This is an optimization exercise on Yosys and OpenROAD, whose aim is small area, not a production implementation.
The RTL was checked by simulation tests, not by an equivalence proof against the original design.

==> flow/design.v (outline; a module is shown in full before it is edited, if it fits) <==
// module farrow_fa: 4 lines
// module farrow_maj: 3 lines
// module farrow_ha: 4 lines
// module farrow_xnor: 3 lines
// module farrow_or: 3 lines
// module farrow_pp4: 4 lines
// module farrow_bpp: 4 lines
// module farrow_gp: 5 lines
// module farrow_g: 3 lines
// module farrow_interp: 6818 lines
module farrow_interp (
    input  logic               clk,
    input  logic               rst,
    input  logic               flush,
    input  logic               in_valid,
    output logic               in_ready,
    input  logic signed [15:0] data_in,
    input  logic        [15:0] mu_in,
    input  logic               mode_in,
    output logic               out_valid,
    input  logic               out_ready,
    output logic signed [15:0] data_out,
    output logic               sat_out
);
  // ...
==> flow/run.sh <==
#!/bin/bash
# synth_recipe.tcl (not shown) runs the flow's synth.tcl, then flattens the netlist and writes it again
# the make line also repeats each setting of config.mk as NAME=value (left out here)
make -C /OpenROAD-flow-scripts/flow DESIGN_CONFIG=/design/flow/config.mk WORK_HOME=/design/flow/orfs CLKGATE_MAP_FILE= SYNTH_SCRIPT=/design/flow/synth_recipe.tcl finish
==> flow/config.mk <==
export PLATFORM = sky130hd
export DESIGN_NAME = farrow_interp
export DESIGN_NICKNAME = farrow_interp
export VERILOG_FILES = /design/flow/design.v
export SDC_FILE = /design/flow/constraint.sdc
export NUM_CORES = 4
export LEC_CHECK = 0
export CAP_MARGIN = 20
export CELL_PAD_IN_SITES_DETAIL_PLACEMENT = 1
export CELL_PAD_IN_SITES_GLOBAL_PLACEMENT = 1
export CORE_MARGIN = 2
export CORE_UTILIZATION = 35
export SLEW_MARGIN = 20
export SYNTH_HIERARCHICAL = 1
==> flow/constraint.sdc <==
create_clock -name core_clock -period 12.0 [get_ports {clk}]
set_input_delay 2.4000 -clock core_clock [delete_from_list [all_inputs] [get_ports {clk}]]
set_output_delay 2.4000 -clock core_clock [all_outputs]
set_load 0.01 [all_outputs]
==> metrics.yaml, run 1 <==
dominant-cell-class: "multi-input gates"
synthTopCellsByCount: "870 x fa_1, 776 x a222oi_1, 420 x inv_1, 288 x edfxtp_1, 226 x ha_1"
cts_tree: "done"
holdPathStages: 0
cts_max_path_buffers: 3
dp_slack_ps: 1043
drtIter0Drc: 8132
max_cap_violations: 0
syn-cell-area_um2: 45150
async_flop_share_pct: 2.373
rsz0062_at_grt: "no"
drive_above_1_share_pct: 7.366
synth-edff-count: 288
fin_ws_ps: 983.0
clockRootBuffer: "clkbuf_16"
ctsResizeCount: 0
grt_usage_pct: 23.24
synthAdderAreaFrac_pct: 45.94
clock_area_share_pct: 2.605
num_vias: 36380
crit_path_end: "c1[30]$_DFFE_PN_"
status: "finished clean"
crit_family: "adder cells"
r2r-end: "c1[30]$_DFFE_PN_"
finalSetupViolations: 0
firstDrtPassIters: 17
clkTransAtPathRegs_ps: 70
clock_buffers: 45
==> run 2, diff against run 1 <==
--- a/flow/config.mk
+++ b/flow/config.mk
@@ -10,5 +10,7 @@
 export CELL_PAD_IN_SITES_GLOBAL_PLACEMENT = 1
 export CORE_MARGIN = 2
 export CORE_UTILIZATION = 35
+export CTS_CLUSTER_DIAMETER = 150
+export CTS_CLUSTER_SIZE = 20
 export SLEW_MARGIN = 20
 export SYNTH_HIERARCHICAL = 1
==> run 2 against run 1 <==
Clock skew fell by 15 ps. Die area did not move. Count of clock-buffer cells in the layout fell by 17. Synthesized area did not move. Critical endpoint unchanged. Highest routed layer unchanged.
==> metrics.yaml, run 2 <==
htreeDepth: 1
rsz0062_at_grt: "no"
clkTransAtPathRegs_ps: 90  # +20 ps
die-area_um2: 131900
status: "finished clean"
synthTopCellsByCount: "870 x fa_1, 776 x a222oi_1, 420 x inv_1, 288 x edfxtp_1, 226 x ha_1"
fillers: 13560
synthTopCellsByArea: "fa_1 39%, edfxtp_1 19%, a222oi_1 17%, ha_1 6.3%, inv_1 3.5%"
hp-class: "reg -> reg"
die_w_um: 363.2
required_ps: 12340
avgSynthCellArea_um2: 12.62
cts_max_path_buffers: 3  # unchanged
final_cell_mix: "870 x fa_1, 776 x a222oi_1, 420 x inv_1"
crit_path_max_incr_delay_ps: 760
syn-cell-area_um2: 45150  # unchanged
top_register: "h2"
placedCellCount: 5407
async_flop_share_pct: 2.373  # unchanged
grt_max_degree: 69
timing.fmax_mhz: 91.06
slew_violations: 0
yosysSeqAreaShare_pct: 19.54
ant_nets: 0
syn2layout_area_growth_pct: 9.561
drtIter0Drc: 8023  # -1.3%
grt_pass1_wl_um: 239500
max_cap_violations: 0  # unchanged
port_buffers: 56
timing.final.crit_share_pct: 91.51
finClkSkew_ps: 24.67
synth_top_cell_by_area: "fa_1"
slew_headroom_pct: 25.67
drc: 0
vias_per_cell: 6.672
cts_hold_buf: 0
initial_core_util_pct: 35.31
place_congestion: 0.8582
firstDrtPassIters: 17  # unchanged
routedWlPerCell_um: 28.54
worstMarginPinSlew_ps: 1115
worstSetupEndpointType: "flip-flop"
multi_input_area_um2: 34960
drive_above_1_share_pct: 6.534  # -0.83 points
ctsResizeCount: 0  # unchanged
finalSetupViolations: 0  # unchanged
fin_util_pct: 38.69
finalWirelength_um: 155300
largest_reg_flops: 32
synth-edff-count: 288  # unchanged
start_kind: "flip-flop"
place_hpwl_um: 111100
clockRootBuffer: "clkbuf_16"
die_h_um: 363.2
ys.flop_type: "edfxtp_1"
cts_tree: "done"
diodes: 0
synth_top_area_share_pct: 38.58
worstPathMaxFanout: 19
tns_ps: 0
ys_warn_count: 7
final_common_cell: "fa_1"
regArea_um2: 8823
fin_area_um2: 49460
synth_cell_types: 40
antenna_found_initial: 0
yosysMostFrequentCell: "fa_1"
insertion_delay_ps: 590
critical_path.most_common_cell: "fa_1"
post_cts_buffers: 0
grt_usage_pct: 23.06  # -0.18 points
numCtsBuffers: 19
nets: 4901
ys_seq_elements: 295
cts.sinks: 295
cp_data_arrival_time_ps: 11320
rows: 131
ioPinCount: 57
num_vias: 36310  # -0.20%
crit_slowest_cell: "edfxtp_1"
syn_inst: 3578
hold_viol_final: 0
final_cells: 5442
crit_type: "reg -> reg"
grt_pass1_vias: 39040
grt-ovfl-total: 0
placed_area_um2: 48860
fp.coreArea_um2: 127800
finalCriticalPeriod_ps: 10980
## run 2: cell counts after synthesis
No cell type changed its count.
## run 2: critical path, delay by kind of cell (launching register included)
kind,cells,cell delay [ps]
adders and majority gates,30,9680
buffers and inverters,1,320
DFF,1,760
## run 2: Yosys stat by module, one instance, submodules excluded
module,flops+latches,times used
farrow_interp,295,1
farrow_fa,0,870
farrow_gp,0,91
farrow_ha,0,169
farrow_maj,0,44
farrow_pp4,0,776
farrow_xnor,0,74
farrow_g,0,115
farrow_or,0,74
## run 2: kinds of logic (layout without fill, tap and decap cells)
logic type | after synthesis | count (layout) | synth area share (%)
and+or+nand+nor | 477 | 477 | 5.709
buffers and inverters | 449 | 627 | 3.858
xor gates and xnor gates | 190 | 190 | 3.736
AOI/OAI and AO/OA | 1023 | 1023 | 21.15
muxes | 2 | 2 | 0.04711
other | 2 | 26 | 0.01663
adders and majority gates | 1140 | 1140 | 45.94
DFF | 295 | 295 | 19.54
## run 2: area by class of cell
class / count / area share, %
Clock buffer: 28 / 1.030
Sequential cell: 295 / 17.84
Clock inverter: 6 / 0.1341
Tap cell: 1662 / 4.204
Inverter: 423 / 3.225
Timing Repair Buffer: 170 / 2.894
Multi-Input combinational cell: 2858 / 70.67
## run 2: final timing paths
kind / cells past startpoint / slack [ps] / from / end
max: 31 / 1020 / c3[0]$_SDFFCE_PP0P_ / c1[30]$_DFFE_PN_
max reg2reg: 31 / 1020 / c3[0]$_SDFFCE_PP0P_ / c1[30]$_DFFE_PN_
min reg2reg: 0 / 430 / x0_1[8]$_DFFE_PN_ / x0_2[8]$_DFFE_PN_
min in group asynchronous: 1 / 2070 / rst / ready_en$_DFF_PN0_
max in group asynchronous: 1 / 9670 / rst / prime[0]$_DFFE_PN0P_
min: 0 / 430 / x0_1[8]$_DFFE_PN_ / x0_2[8]$_DFFE_PN_
## run 2: metal layers
layer	routed length, um	global-route usage, %	vias up
li1	-	-	14700
met1	62320	31.44	18750
met2	71590	37.28	2554
met3	17380	4.433	311
met4	4025	6.663	0
met5	0	0	-
## run 2: per-stage QoR
stage / hold slack (ps) / setup slack, ps
6_report: 426.2 / 1018
3_5_place_dp: 406.3 / 1043
4_1_cts: 426.9 / 1040
5_1_grt: 434.2 / 664.2
2_1_floorplan: 400.3 / 988.3
3_3_place_gp: 401.1 / 1215
==> run 3, diff against run 2 <==
--- a/flow/config.mk
+++ b/flow/config.mk
@@ -10,7 +10,7 @@
 export CELL_PAD_IN_SITES_GLOBAL_PLACEMENT = 1
 export CORE_MARGIN = 2
 export CORE_UTILIZATION = 35
-export CTS_CLUSTER_DIAMETER = 150
-export CTS_CLUSTER_SIZE = 20
+export CTS_CLUSTER_DIAMETER = 180
+export CTS_CLUSTER_SIZE = 25
 export SLEW_MARGIN = 20
 export SYNTH_HIERARCHICAL = 1
==> run 3 against run 2 <==
Still clean. Critical path type unchanged. Largest cell class unchanged. Setup slack hardly changed. Via count hardly changed.
==> metrics.yaml, run 3 <==
placed_area_um2: 48860  # unchanged
nets: 4899  # -0.041%
tns_ps: 0  # unchanged
grt_usage_pct: 23.01  # -0.041 points
routedWlPerCell_um: 28.60  # +0.20%
synth_xor_area_share_pct: 3.736  # unchanged
synth_cell_types: 40  # unchanged
finalSetupViolations: 0  # unchanged
synth-compound-area-share_pct: 21.15  # unchanged
grt_pass1_wl_um: 239000  # -0.20%
yosysSeqAreaShare_pct: 19.54  # unchanged
grt-ovfl-total: 0  # unchanged
final_common_cell: "fa_1"
crit_path_max_incr_delay_ps: 760  # about the same
htreeDepth: 1  # unchanged
num_vias: 36300  # -0.025%
cts_hold_buf: 0  # unchanged
required_ps: 12330  # about the same
synthAdderAreaFrac_pct: 45.94  # unchanged
max_cap_violations: 0  # unchanged
clockRootBuffer: "clkbuf_16"
grt_max_degree: 69  # unchanged
crit_type: "reg -> reg"
ctsResizeCount: 0  # unchanged
async_flop_share_pct: 2.373  # unchanged
cp_data_arrival_time_ps: 11310  # about the same
largest_reg_flops: 32  # unchanged
numCtsBuffers: 17  # -2
hold_viol_final: 0  # unchanged
die_h_um: 363.2  # unchanged
synth_top_area_share_pct: 38.58  # unchanged
place_congestion: 0.8582  # unchanged
finClkSkew_ps: 54.18  # +29.51 ps
avgSynthCellArea_um2: 12.62  # unchanged
final_cell_mix: "870 x fa_1, 776 x a222oi_1, 420 x inv_1"
timing.final.crit_share_pct: 91.52  # about the same
crit_slowest_cell: "edfxtp_1"
top_register: "h2"
vias_per_cell: 6.681  # +0.14%
synthMuxAreaShare_pct: 0.04711  # unchanged
worstSetupEndpointType: "flip-flop"
whs_ps: 428.5  # +2.341 ps
finalWirelength_um: 155400  # about the same
slew_headroom_pct: 25.97  # +0.30 points
synth_top_family_by_area: "adder cells"
cts.sinks: 295  # unchanged
syn_inst: 3578  # unchanged
initial_core_util_pct: 35.31  # unchanged
drive_above_1_share_pct: 6.499  # -0.036 points
yosysMostFrequentCell: "fa_1"
timing.fmax_mhz: 91.06  # about the same
die_w_um: 363.2  # unchanged
worstMarginPinSlew_ps: 1108  # -6.921 ps
worstPathMaxFanout: 19  # unchanged
post_cts_buffers: 0  # unchanged
drc: 0  # unchanged
ys_warn_count: 7  # unchanged
synthTopCellsByArea: "fa_1 39%, edfxtp_1 19%, a222oi_1 17%, ha_1 6.3%, inv_1 3.5%"
synthTopCellsByCount: "870 x fa_1, 776 x a222oi_1, 420 x inv_1, 288 x edfxtp_1, 226 x ha_1"
place_hpwl_um: 111100  # unchanged
grt_pass1_vias: 38890  # -0.40%
ant_nets: 0  # unchanged
finalCriticalPeriod_ps: 10980  # +0.4700 ps
drtIter0Drc: 8098  # +0.93%
rows: 131  # unchanged
slew_violations: 0  # unchanged
syn2layout_area_growth_pct: 9.415
cts_tree: "done"
ys.flop_type: "edfxtp_1"
ys_seq_elements: 295  # unchanged
port_buffers: 56  # unchanged
hp-class: "reg -> reg"
firstDrtPassIters: 20  # +3
ioPinCount: 57  # unchanged
start_kind: "flip-flop"
rsz0062_at_grt: "no"
fin_area_um2: 49400  # -0.13%
syn-cell-area_um2: 45150  # unchanged
antenna_found_initial: 0  # unchanged
status: "finished clean"
synth_top_cell_by_area: "fa_1"
critical_path.most_common_cell: "fa_1"
clkTransAtPathRegs_ps: 100  # about the same
insertion_delay_ps: 600  # about the same
fp.coreArea_um2: 127800  # unchanged
synthSimpleGateAreaFrac_pct: 5.709  # unchanged
synth-edff-count: 288  # unchanged
die-area_um2: 131900  # unchanged
cts_max_path_buffers: 3  # unchanged
==> run 3: metal layers <==
metal	up-vias	GRT usage, %	share of wire, %
met5	-	0	0
met4	0	6.541	2.7
met3	356	4.443	11
met2	2497	37.37	46
met1	18760	31.28	40
li1	14690	-	-
==> run 3: path summary, 6_finish.rpt <==
kind,startpoint,to,slack [ps],cells after the start
setup / recovery,c3[0]$_SDFFCE_PP0P_,c1[30]$_DFFE_PN_,1020,31
hold / removal,x0_1[8]$_DFFE_PN_,x0_2[8]$_DFFE_PN_,430,0
setup reg to reg,c3[0]$_SDFFCE_PP0P_,c1[30]$_DFFE_PN_,1020,31
hold reg to reg,x0_1[8]$_DFFE_PN_,x0_2[8]$_DFFE_PN_,430,0
max in group asynchronous,rst,prime[0]$_DFFE_PN0P_,9660,1
min in group asynchronous,rst,ready_en$_DFF_PN0_,2090,1
==> run 3: logic make-up (layout without fill, tap and decap cells) <==
family / after synthesis / count (layout)
buffers and inverters: 449 / 617
muxes: 2 / 2
xor gates and xnor gates: 190 / 190
and+or+nand+nor: 477 / 477
DFF: 295 / 295
other: 2 / 27
adders and majority gates: 1140 / 1140
AOI/OAI and AO/OA: 1023 / 1023
==> run 3: final cells by class <==
type	count	area (um^2)
Timing Repair Buffer	170	1431
Tap cell	1662	2079
Fill cell	13570	78450
Multi-Input combinational cell	2858	34960
Clock inverter	6	77.57
Sequential cell	295	8823
Inverter	423	1595
Clock buffer	18	429.2
Antenna cell	1	2.502
==> run 3: worst max-delay path: cells and delay by family (launching register included) <==
family / cells / cell delay [ps]
DFF: 1 / 760
buffers and inverters: 1 / 320
adders and majority gates: 30 / 9680
==> run 3: per-stage QoR <==
step / util, % / cells / setup WS [ps]
after floorplan: - / 3602 / 988.3
after global placement: 38.22 / 5407 / 1215
after detailed placement: 38.22 / 5407 / 1043
after CTS: 38.61 / 5431 / 1059
after global routing: 38.63 / 5432 / 681.8
final: 38.64 / 5433 / 1018
==> run 3: per-module statistics from Yosys (local to each module, per instance) <==
| module | copies in the design | cells |
|---|---|---|
| farrow_pp4 | 776 | 1 |
| farrow_g | 115 | 1 |
| farrow_gp | 91 | 2 |
| farrow_interp | 1 | 1274 |
| farrow_ha | 169 | 1 |
| farrow_maj | 44 | 1 |
| farrow_or | 74 | 1 |
| farrow_xnor | 74 | 1 |
| farrow_fa | 870 | 1 |

==> port drivers added, routing unchanged <==
The flow's constraints put no driver on any port. The routed layouts listed below were extracted and timed again, unchanged, in two steps.
Step 1: set_driving_cell puts a clkbuf_16 on clk and a buf_2 on each other input, an assumption about the parent block.
Step 2 adds t to the input delays and takes it off the output delays; t is the mean of the earliest and latest rising clock arrival at the registers after step 1. Input paths then give back, and output paths get back, about the clock's delay inside the block.
a / b / c = ideal / step 1 / step 2; a / b = the first two.
run	t, ns	setup WS [ns]	hold WS [ns]	worst setup path at the end
run 1	0.681	0.983 / 0.983 / 0.983	0.416 / 0.416 / 0.416	register to register
run 2	0.645	1.018 / 1.018 / 1.018	0.426 / 0.426 / 0.426	register to register
run 3	0.635	1.018 / 1.018 / 1.018	0.428 / 0.428 / 0.428	register to register
After both steps every run listed still meets setup and hold.
